Background: an optimization exercise with open tools, aiming at a short achievable clock period and few clock cycles. Do not read the settings as production practice. Only simulation tests tie the RTL to the original design; equivalence was not proved. No activity file was given, so power comes from the tool's default toggle rates.

==> inputs of job 4354 <==
## vi_core
module vi_core (
	input  logic                   clk_i,
	input  logic                   reset_i,
	output logic                   mem_read_o,
	output vi_pipe_pkg::mem_addr_t mem_read_addr_o,
	input  logic                   mem_data_ready_i,
	input  vi_pipe_pkg::word_t     mem_data_i,
	output logic                   mem_write_enable_o,
	output vi_pipe_pkg::mem_addr_t mem_write_addr_o,
	output vi_pipe_pkg::word_t     mem_write_data_o
);
	logic        reset_q;
	logic        stall;
	logic        instr_valid;
	logic        fd_alu;
	logic        fd_mul;
	logic        fd_sw;
	logic        dec_alu;
	logic        dec_mul;
	logic        dec_sw;
	logic        dec_sub;
	logic        dec_and;
	logic        dec_or;
	logic        dec_imm_sel;
	logic [4:0]  dec_rs1;
	logic [4:0]  dec_rs2;
	logic [31:0] dec_rs1_oh;
	logic [31:0] dec_rs2_oh;
	logic [4:0]  dec_rd;
	logic [31:0] dec_imm;
	logic [31:0] rs1_data;
	logic [31:0] rs2_data;
	logic [1:0]  pend_a;
	logic [1:0]  pend_b;
	logic [31:0] op_a;
	logic [31:0] op_b;
	logic [2:0]  sel_a;
	logic [2:0]  sel_b;
	logic        mul_start;
	logic [4:0]  x1_rd;
	logic [31:0] mul_a;
	logic [31:0] mul_b;
	logic [31:0] product;
	logic        x2_alu;
	logic [4:0]  x2_rd;
	logic        alu_v;
	logic [4:0]  alu_rd;
	logic [31:0] alu_q;
	logic        m2_v;
	logic        m3_v;
	logic [4:0]  m3_rd;
	logic        mul_v;
	logic [4:0]  mul_rd;
  ...
==> module bypass_ctrl, before the edit <==
module bypass_ctrl (
	input  logic       dec_mul_i,
	input  logic       dec_uses_a_i,
	input  logic       dec_uses_b_i,
	input  logic [4:0] rs1_i,
	input  logic [4:0] rs2_i,
	input  logic       x2_alu_i,
	input  logic       x2_mul_i,
	input  logic [4:0] x2_rd_i,
	input  logic       x3_mul_i,
	input  logic [4:0] x3_rd_i,
	input  logic       alu_v_i,
	input  logic [4:0] alu_rd_i,
	input  logic       mul_v_i,
	input  logic [4:0] mul_rd_i,
	output logic [1:0] pend_a_o,
	output logic [1:0] pend_b_o,
	output logic [2:0] sel_a_o,
	output logic [2:0] sel_b_o,
	output logic       stall_o
);
	function automatic logic [1:0] pending(logic [4:0] src);
		pending[1] = alu_v_i && alu_rd_i == src;
		pending[0] = mul_v_i && mul_rd_i == src;
	endfunction
	function automatic logic [2:0] source(logic [4:0] src);
		logic newest;
		newest = (x2_alu_i || x2_mul_i) && x2_rd_i == src;
		source[2] = newest && x2_mul_i;
		source[1] = newest && x2_alu_i;
		source[0] = !newest && x3_mul_i && x3_rd_i == src;
	endfunction
	assign pend_a_o = pending(rs1_i);
	assign pend_b_o = pending(rs2_i);
	assign sel_a_o = source(rs1_i);
	assign sel_b_o = source(rs2_i);
	assign stall_o = (dec_mul_i && (sel_a_o != 3'b000 || sel_b_o != 3'b000)) ||
		(dec_uses_a_i && sel_a_o[2]) || (dec_uses_b_i && sel_b_o[2]);
endmodule
==> module exe_stage, before the edit <==
module exe_stage (
	input  logic        clk_i,
	input  logic        reset_i,
	input  logic        stall_i,
	input  logic        alu_i,
	input  logic        mul_i,
	input  logic        sw_i,
	input  logic        sub_i,
	input  logic        and_i,
	input  logic        or_i,
	input  logic        imm_sel_i,
	input  logic [4:0]  rd_i,
	input  logic [31:0] imm_i,
	input  logic [31:0] rs1_data_i,
	input  logic [31:0] rs2_data_i,
	input  logic [2:0]  sel_a_i,
	input  logic [2:0]  sel_b_i,
	input  logic [31:0] mul_q_i,
	output logic        mul_start_o,
	output logic [4:0]  x1_rd_o,
	output logic [31:0] mul_a_o,
	output logic [31:0] mul_b_o,
	output logic        x2_alu_o,
	output logic [4:0]  x2_rd_o,
	output logic        alu_v_o,
	output logic [4:0]  alu_rd_o,
	output logic [31:0] alu_q_o,
	output logic        mem_write_enable_o,
	output logic [19:0] mem_write_addr_o,
	output logic [31:0] mem_write_data_o
);
	logic        x1_alu;
	logic        x1_mul;
	logic        x1_sw;
	logic        x1_sub;
	logic        x1_and;
	logic        x1_or;
	logic        x1_imm_sel;
	logic [4:0]  x1_rd;
	logic [31:0] x1_imm;
	logic [31:0] x1_a;
	logic [31:0] x1_b;
	logic [2:0]  x1_sel_a;
	logic [2:0]  x1_sel_b;
	logic [31:0] a;
	logic [31:0] b;
	logic [31:0] b_arith;
	logic        x2_alu;
	logic        x2_sw;
	logic        x2_and;
	logic        x2_or;
	logic [4:0]  x2_rd;
	logic [31:0] x2_g;
	logic [31:0] x2_t;
	logic [31:0] x2_p;
	logic [31:0] x2_gs;
	logic [31:0] x2_ts;
	logic [31:0] carry;
	logic [31:0] borrow;
	logic [31:0] x2_data;
	logic        x2_sub;
	logic [31:0] sum;
	logic [31:0] diff;
	logic [31:0] result;
	always_ff @(posedge clk_i) begin
		if (reset_i) begin
			x1_alu <= 1'b0;
			x1_mul <= 1'b0;
			x1_sw <= 1'b0;
		end else begin
			x1_alu <= alu_i && !stall_i;
			x1_mul <= mul_i && !stall_i;
			x1_sw <= sw_i && !stall_i;
		end
	end
	always_ff @(posedge clk_i) begin
		x1_sub <= sub_i;
		x1_and <= and_i;
		x1_or <= or_i;
		x1_imm_sel <= imm_sel_i;
		x1_rd <= rd_i;
		x1_imm <= imm_i;
		x1_a <= rs1_data_i;
		x1_b <= rs2_data_i;
		x1_sel_a <= sel_a_i;
		x1_sel_b <= sel_b_i;
	end
	assign mul_a_o = x1_a;
	assign mul_b_o = x1_b;
	assign a = x1_sel_a[1] ? alu_q_o : x1_sel_a[0] ? mul_q_i : x1_a;
	assign b = x1_sel_b[1] ? alu_q_o : x1_sel_b[0] ? mul_q_i : x1_b;
	assign b_arith = x1_imm_sel ? x1_imm : b;
	always_ff @(posedge clk_i) begin
		if (reset_i) begin
			x2_alu <= 1'b0;
			x2_sw <= 1'b0;
		end else begin
			x2_alu <= x1_alu;
			x2_sw <= x1_sw;
		end
	end
	always_ff @(posedge clk_i) begin
		x2_sub <= x1_sub;
		x2_and <= x1_and;
		x2_or <= x1_or;
		x2_rd <= x1_rd;
		x2_g <= a & b_arith;
		x2_t <= a | b_arith;
		x2_p <= a ^ b_arith;
		x2_gs <= a & ~b;
		x2_ts <= a | ~b;
		x2_data <= b;
	end
	prefix_carry add_carry (
		.g_i (x2_g),
		.t_i (x2_t),
		.c_o (carry)
	);
	prefix_carry sub_carry (
		.g_i ({x2_gs[31:1], x2_ts[0]}),
		.t_i (x2_ts),
		.c_o (borrow)
	);
	assign sum = x2_p ^ {carry[30:0], 1'b0};
	assign diff = ~x2_p ^ {borrow[30:0], 1'b1};
	always_comb begin
		if (x2_and)
			result = x2_g;
		else if (x2_or)
			result = x2_t;
		else if (x2_sub)
			result = diff;
		else
			result = sum;
	end
	always_ff @(posedge clk_i) begin
		if (reset_i) begin
			alu_v_o <= 1'b0;
			mem_write_enable_o <= 1'b0;
		end else begin
			alu_v_o <= x2_alu;
			mem_write_enable_o <= x2_sw;
		end
	end
	always_ff @(posedge clk_i) begin
		alu_rd_o <= x2_rd;
		alu_q_o <= result;
	end
	always_ff @(posedge clk_i) begin
		mem_write_addr_o <= sum[19:0];
		mem_write_data_o <= x2_data;
	end
	assign mul_start_o = x1_mul;
	assign x1_rd_o = x1_rd;
	assign x2_alu_o = x2_alu;
	assign x2_rd_o = x2_rd;
endmodule
export LEC_CHECK = 0
export CAP_MARGIN = 30
export CORE_MARGIN = 2
export CORE_UTILIZATION = 45
export CTS_CLUSTER_DIAMETER = 80
export CTS_CLUSTER_SIZE = 25
export PLACE_DENSITY = 0.6
export SLEW_MARGIN = 30
create_clock -name core_clock -period 9.0 [get_ports {clk_i}]
standard.sh (not shown) runs the stock make flow with config.mk's settings and CLKGATE_MAP_FILE= SYNTH_SCRIPT=/design/flow/synth_recipe.tcl, a recipe that flattens the netlist after the stock synthesis.
==> flow/flow/run.sh <==
#!/bin/bash
# The standard layout, with the timing repair asked to leave more setup slack than the
# flow settings allow, so that it works on paths well inside the clock period. Constraints,
# clock period and every other step are the standard ones.
set -euo pipefail
bash standard.sh SETUP_SLACK_MARGIN=6.3 finish > standard_flow.log 2>&1
==> job 8944: changes against job 4354 <==
--- a/flow/design.v
+++ b/flow/design.v
@@ -250,7 +250,7 @@
 	assign pend_b_o = pending(rs2_i);
 	assign sel_a_o = source(rs1_i);
 	assign sel_b_o = source(rs2_i);
-	assign stall_o = (dec_mul_i && (sel_a_o != 3'b000 || sel_b_o != 3'b000)) ||
+	assign stall_o = (dec_mul_i && (sel_a_o[2] || sel_a_o[0] || sel_b_o[2] || sel_b_o[0])) ||
 		(dec_uses_a_i && sel_a_o[2]) || (dec_uses_b_i && sel_b_o[2]);
 endmodule
 `default_nettype wire
@@ -342,8 +342,8 @@
 		x1_sel_a <= sel_a_i;
 		x1_sel_b <= sel_b_i;
 	end
-	assign mul_a_o = x1_a;
-	assign mul_b_o = x1_b;
+	assign mul_a_o = x1_sel_a[1] ? alu_q_o : x1_a;
+	assign mul_b_o = x1_sel_b[1] ? alu_q_o : x1_b;
 	assign a = x1_sel_a[1] ? alu_q_o : x1_sel_a[0] ? mul_q_i : x1_a;
 	assign b = x1_sel_b[1] ? alu_q_o : x1_sel_b[0] ? mul_q_i : x1_b;
 	assign b_arith = x1_imm_sel ? x1_imm : b;
==> flow_summary_export.csv <==
group,metric,value,unit
sta,clock_skew,0.0693,ns
die,die-area,0.202,mm²
sta,relSlewSlack,18.3,%
detailed_routing,drtIter0Drc,15612,
placed_design,dp_hpwl,252000,µm
sta,whs,0.328,ns
run_status,status,"no timing/DRC/antenna violations",
setup_path,r2r-start,"fetch_unit.rs1_oh_o[18]",
synthesis,syn_area_per_cell,10.2,µm²
power,p_comb_share,36.7,%
sta,fin_crit,3.13,ns
# the run above: job 4354

==> flow_summary_export.csv <==
group,metric,value,unit
power,p_comb_share,41.6,%
sta,whs,0.305,ns
synthesis,syn_area_per_cell,10.5,µm²
sta,fin_crit,3.21,ns
cells_and_area,regArea,0.0475,mm²
detailed_routing,drtIter0Drc,18657,
run_status,status,"no timing/DRC/antenna violations",
sta,relSlewSlack,13.0,%
placed_design,dp_hpwl,262000,µm
clocking,path_clk_slew,0.10,ns
sta,clock_skew,0.0874,ns
# the run above: job 8944

Testbench counts of job 4354, summed over its fixed seeds: cycles 18,319.
Testbench counts of job 8944, summed over its fixed seeds: cycles 18,204.

## separate check: timing with driven ports
Ports are ideal in the flow. The routed layouts listed here were re-timed in OpenROAD.
Step 1: set_driving_cell puts a clkbuf_16 on clk_i and a buf_2 on each other input, an assumption about the parent block.
Step 2 moves the port delays by t, midway between the first and last clock arrival at a register: inputs arrive t later, outputs are due t later. That takes back most of the time a late clock gives input paths.
Slacks: ideal ports / drivers / drivers and shift; pairs: ideal ports / drivers.
run	shift t [ns]	setup WS [ns]	hold slack, ns	worst register clock-pin slew, ns	worst slew at a driven data input, ns
job 4354	0.912	5.867 / 5.772 / 5.551	0.328 / 0.328 / 0.328	0.11 / 0.11	0.04
job 8944	0.914	5.791 / 5.699 / 5.451	0.305 / 0.305 / 0.305	0.11 / 0.11	0.20
After both steps every run listed still meets setup and hold. The setup slack of job 8944, which loses most, moves by -0.092 ns with the drivers and by -0.340 ns with both steps.
